What follows belongs to an exercise in optimizing a design on an open flow for small area, a short achievable clock period and few clock cycles per item; a production flow would make more cautious choices.
Function was checked by simulation only, so behaviour that the tests miss may differ from the original.

## run a
==> module mvm_control, before the edit <==
module mvm_control (
   input  logic                   clk,
   input  logic                   reset,
   input  logic                   s_valid,
   input  logic                   m_ready,
   output logic                   s_ready,
   output logic                   x_wr,
   output logic                   x_load,
   output logic [4-1:0] row,         
   output logic                   out_valid,
   output logic                   take_buf,    
   output logic                   take_new,    
   output logic                   buf_wr,      
   output logic [1:0]             wp,
   output logic [1:0]             rp
);
   logic [3-1:0]  in_cnt;      
   logic                   act;         
   logic                   issue;       
   logic                   iv;          
   logic [2:0]             v_pipe;      
   logic                   res_v;       
   logic [2:0]             cnt;         
   logic [2:0]             bcnt;        
   logic                   free;        
   logic                   deliver;
   assign x_wr    = s_valid && s_ready;
   assign x_load  = x_wr && (in_cnt == 3'(8 - 1));
   assign issue   = (act || x_load) && ((cnt < 3'd5) || deliver);
   assign res_v   = v_pipe[2];
   assign deliver = out_valid && m_ready;
   logic                   act_n;
   logic [3-1:0]  in_cnt_n;
   assign in_cnt_n = x_wr ? in_cnt + 1'b1 : in_cnt;    
   assign act_n    = x_load || (act && !(issue && row == 4'(16 - 1)));
   always_ff @(posedge clk) begin
      if (reset) begin
         in_cnt  <= '0;
         act     <= 1'b0;
         row     <= '0;
         iv      <= 1'b0;
         v_pipe  <= '0;
         cnt     <= '0;
         s_ready <= 1'b1;    
      end else begin
         in_cnt <= in_cnt_n;
         act    <= act_n;
         if (issue) begin
            row <= row + 1'b1;    
         end
         iv     <= issue;
            v_pipe <= {v_pipe[1:0], iv};
         cnt    <= cnt + 3'(issue) - 3'(deliver);
         s_ready <= (in_cnt_n != 3'(8 - 1)) || !act_n;
      end
   end
   assign free     = !out_valid || m_ready;
   assign take_buf = free && (bcnt != '0);
   assign take_new = free && (bcnt == '0) && res_v;
   assign buf_wr   = res_v && !take_new;
   always_ff @(posedge clk) begin
      if (reset) begin
         out_valid <= 1'b0;
         bcnt      <= '0;
         wp        <= '0;
         rp        <= '0;
      end else begin
         if (free) begin
            out_valid <= (bcnt != '0) || res_v;
         end
         bcnt <= bcnt + 3'(buf_wr) - 3'(take_buf);
         if (buf_wr) begin
            wp <= (wp == 2'd3) ? '0 : wp + 1'b1;
         end
         if (take_buf) begin
            rp <= (rp == 2'd3) ? '0 : rp + 1'b1;
         end
      end
   end
endmodule
==> module mvm_layer, before the edit <==
module mvm_layer (
   input  logic  clk,
   input  logic  reset,
   input  logic  s_valid,
   output logic  s_ready,
   input  logic signed [16-1:0] data_in,
   output logic  m_valid,
   input  logic  m_ready,
   output logic signed [16-1:0] data_out
);
   logic                   x_wr;
   logic                   x_load;
   logic [4-1:0] row;
   logic                   take_buf;
   logic                   take_new;
   logic                   buf_wr;
   logic [1:0]             wp;
   logic [1:0]             rp;
   logic [111-1:0]  rom_ctl;
   logic [111-1:0]  ctl;
   logic [8*16-1:0] x;
   logic [16-1:0] result;
   logic [16-2:0] queue [4];    
   logic [16-2:0] dout;
   mvm_control u_control (
      .clk       (clk),
      .reset     (reset),
      .s_valid   (s_valid),
      .m_ready   (m_ready),
      .s_ready   (s_ready),
      .x_wr      (x_wr),
      .x_load    (x_load),
      .row       (row),
      .out_valid (m_valid),
      .take_buf  (take_buf),
      .take_new  (take_new),
      .buf_wr    (buf_wr),
      .wp        (wp),
      .rp        (rp)
   );
   input_buffer u_input_buffer (
      .clk     (clk),
      .x_wr    (x_wr),
      .x_load  (x_load),
      .data_in (data_in),
      .x       (x)
   );
   layer_rom u_layer_rom (
      .row    (row),
      .ctl    (rom_ctl)
   );
   always_ff @(posedge clk) begin
      ctl <= rom_ctl;
   end
   mac_lane u_lane (
      .clk    (clk),
      .ctl    (ctl),
      .x      (x),
      .result (result)
   );
   always_ff @(posedge clk) begin
      if (take_buf) begin
         dout <= queue[rp];
      end else if (take_new) begin
         dout <= result[16-2:0];
      end
      for (int i = 0; i < 4; i++) begin
         if (buf_wr && wp == 2'(i)) begin
            queue[i] <= result[16-2:0];
         end
      end
   end
   assign data_out = {1'b0, dout};    
endmodule
==> flow/config.mk <==
export PLATFORM = sky130hd
export DESIGN_NAME = mvm_layer
export DESIGN_NICKNAME = mvm_layer
export VERILOG_FILES = /design/flow/design.v
export SDC_FILE = /design/flow/constraint.sdc
export NUM_CORES = 4
export LEC_CHECK = 0
export CAP_MARGIN = 20
export CORE_MARGIN = 2
export CORE_UTILIZATION = 40
export CTS_CLUSTER_DIAMETER = 80
export CTS_CLUSTER_SIZE = 25
export PLACE_DENSITY = 0.6
export SETUP_SLACK_MARGIN = 4.5
export SLEW_MARGIN = 20
==> flow/constraint.sdc <==
create_clock -name core_clock -period 7.0 [get_ports {clk}]
set_input_delay 1.4000 -clock core_clock [delete_from_list [all_inputs] [get_ports {clk}]]
set_output_delay 1.4000 -clock core_clock [all_outputs]
set_load 0.01 [all_outputs]
standard.sh (not shown) runs the stock make flow with config.mk's settings and CLKGATE_MAP_FILE= SYNTH_SCRIPT=/design/flow/synth_recipe.tcl, a recipe that flattens the netlist after the stock synthesis.
==> flow/flow/run.sh <==
#!/bin/bash
# Layout flow: the standard synthesis, then a polarity pass on the full
# adders of the synthesized netlist (flow/polfix.py: a full adder is
# self-dual, so complementing its inputs complements its outputs; choosing
# each adder's polarity removes most inverters between adders), checked
# against the synthesized netlist on random vectors (flow/neteq.py), then the
# standard flow from floorplan to the final layout.
set -euo pipefail
R=orfs/results/${FLOW_PLATFORM}/mvm_layer/base

bash standard.sh synth > synth.log 2>&1

cp $R/1_2_yosys.v $R/1_2_yosys_std.v
python3 flow/polfix.py $R/1_2_yosys_std.v $R/1_2_yosys_pol.v > polfix.log 2>&1
python3 flow/neteq.py $R/1_2_yosys_std.v $R/1_2_yosys_pol.v 40 > neteq.log 2>&1
cp $R/1_2_yosys_pol.v $R/1_2_yosys.v
rm -f $R/1_synth.odb $R/1_synth.sdc

bash standard.sh > layout.log 2>&1
Other scripts of this flow, unchanged in this note and not shown: flow/flow/neteq.py, flow/flow/polfix.py
Testbench counts of run a, summed over its fixed seeds: cycles 5,216, frames 320.
diff inputs: run a => run b
diff --git a/flow/design.v b/flow/design.v
--- a/flow/design.v
+++ b/flow/design.v
@@ -3007,13 +3007,19 @@
    logic                   iv;          
    logic [2:0]             v_pipe;      
    logic                   res_v;       
-   logic [2:0]             cnt;         
-   logic [2:0]             bcnt;        
+   logic [4:0]             cnt;         
+   logic [3:0]             bcnt;        
    logic                   free;        
    logic                   deliver;
    assign x_wr    = s_valid && s_ready;
    assign x_load  = x_wr && (in_cnt == 3'(8 - 1));
-   assign issue   = (act || x_load) && ((cnt < 3'd5) || deliver);
+   assign issue   = (act || x_load) && (!cnt[4] || deliver);
+   logic [4:0]             cnt_inc, cnt_dec;
+   logic [3:0]             bcnt_inc, bcnt_dec;
+   assign cnt_inc  = {cnt[3:0], 1'b1};
+   assign cnt_dec  = {1'b0, cnt[4:1]};
+   assign bcnt_inc = {bcnt[2:0], 1'b1};
+   assign bcnt_dec = {1'b0, bcnt[3:1]};
    assign res_v   = v_pipe[2];
    assign deliver = out_valid && m_ready;
    logic                   act_n;
@@ -3037,13 +3043,17 @@
          end
          iv     <= issue;
             v_pipe <= {v_pipe[1:0], iv};
-         cnt    <= cnt + 3'(issue) - 3'(deliver);
+         if (issue && !deliver) begin
+            cnt <= cnt_inc;
+         end else if (deliver && !issue) begin
+            cnt <= cnt_dec;
+         end
          s_ready <= (in_cnt_n != 3'(8 - 1)) || !act_n;
       end
    end
    assign free     = !out_valid || m_ready;
-   assign take_buf = free && (bcnt != '0);
-   assign take_new = free && (bcnt == '0) && res_v;
+   assign take_buf = free && bcnt[0];
+   assign take_new = free && !bcnt[0] && res_v;
    assign buf_wr   = res_v && !take_new;
    always_ff @(posedge clk) begin
       if (reset) begin
@@ -3053,9 +3063,13 @@
          rp        <= '0;
       end else begin
          if (free) begin
-            out_valid <= (bcnt != '0) || res_v;
+            out_valid <= bcnt[0] || res_v;
+         end
+         if (buf_wr && !take_buf) begin
+            bcnt <= bcnt_inc;
+         end else if (take_buf && !buf_wr) begin
+            bcnt <= bcnt_dec;
          end
-         bcnt <= bcnt + 3'(buf_wr) - 3'(take_buf);
          if (buf_wr) begin
             wp <= (wp == 2'd3) ? '0 : wp + 1'b1;
          end
@@ -3128,12 +3142,12 @@
       .x      (x),
       .result (result)
    );
+   logic [16-2:0] dout_n;
+   assign dout_n = ({(16-1){take_buf}} & queue[rp]) |
+                   ({(16-1){take_new}} & result[16-2:0]) |
+                   ({(16-1){!take_buf && !take_new}} & dout);
    always_ff @(posedge clk) begin
-      if (take_buf) begin
-         dout <= queue[rp];
-      end else if (take_new) begin
-         dout <= result[16-2:0];
-      end
+      dout <= dout_n;
       for (int i = 0; i < 4; i++) begin
          if (buf_wr && wp == 2'(i)) begin
             queue[i] <= result[16-2:0];
--- outcome ---
- Number of global-route vias before repair went up slightly going from run a to run b.
- Compared with run a, run b shows placed instance count that has gone up slightly.
- The relative area of clock buffers and inverters in the final design in run b sits 0.21 points below the value recorded for run a.
- Detailed-routing iteration count for the pre-antenna-repair pass: run b vs run a — no meaningful difference
- Run b ended up with a lower layout inverter count without the clock tree than run a did.
- Re area added between synthesis and finish: run b is 0.18 points down on run a.
- Relative to run a, period utilization has gone down in run b.
Testbench counts of run b, summed over its fixed seeds: cycles 5,216, frames 320.

what the ideal ports hide:
Ports are ideal in the flow. The routed layouts listed here were re-timed in OpenROAD. Step 1: set_driving_cell puts a clkbuf_16 on clk and a buf_2 on each other input, an assumption about the parent block. Step 2 also shifts input and output timing later by t, the mid clock arrival at the registers, as if the neighbouring blocks saw the same clock. a / b / c = ideal / step 1 / step 2; a / b = the first two.
run	t (ns)	setup WS [ns]	worst hold slack (ns)	worst setup path after step 2	cell pins on the clock port's net
run a	0.663	4.408 / 4.343 / 3.910	0.328 / 0.328 / 0.328	input to register	1
run b	0.669	4.446 / 4.438 / 3.926	0.333 / 0.333 / 0.333	input to register	1
After both steps setup and hold are still met in every run listed. For run b, which loses most, drivers alone change the setup slack by -0.008 ns; drivers and shift together by -0.520 ns.
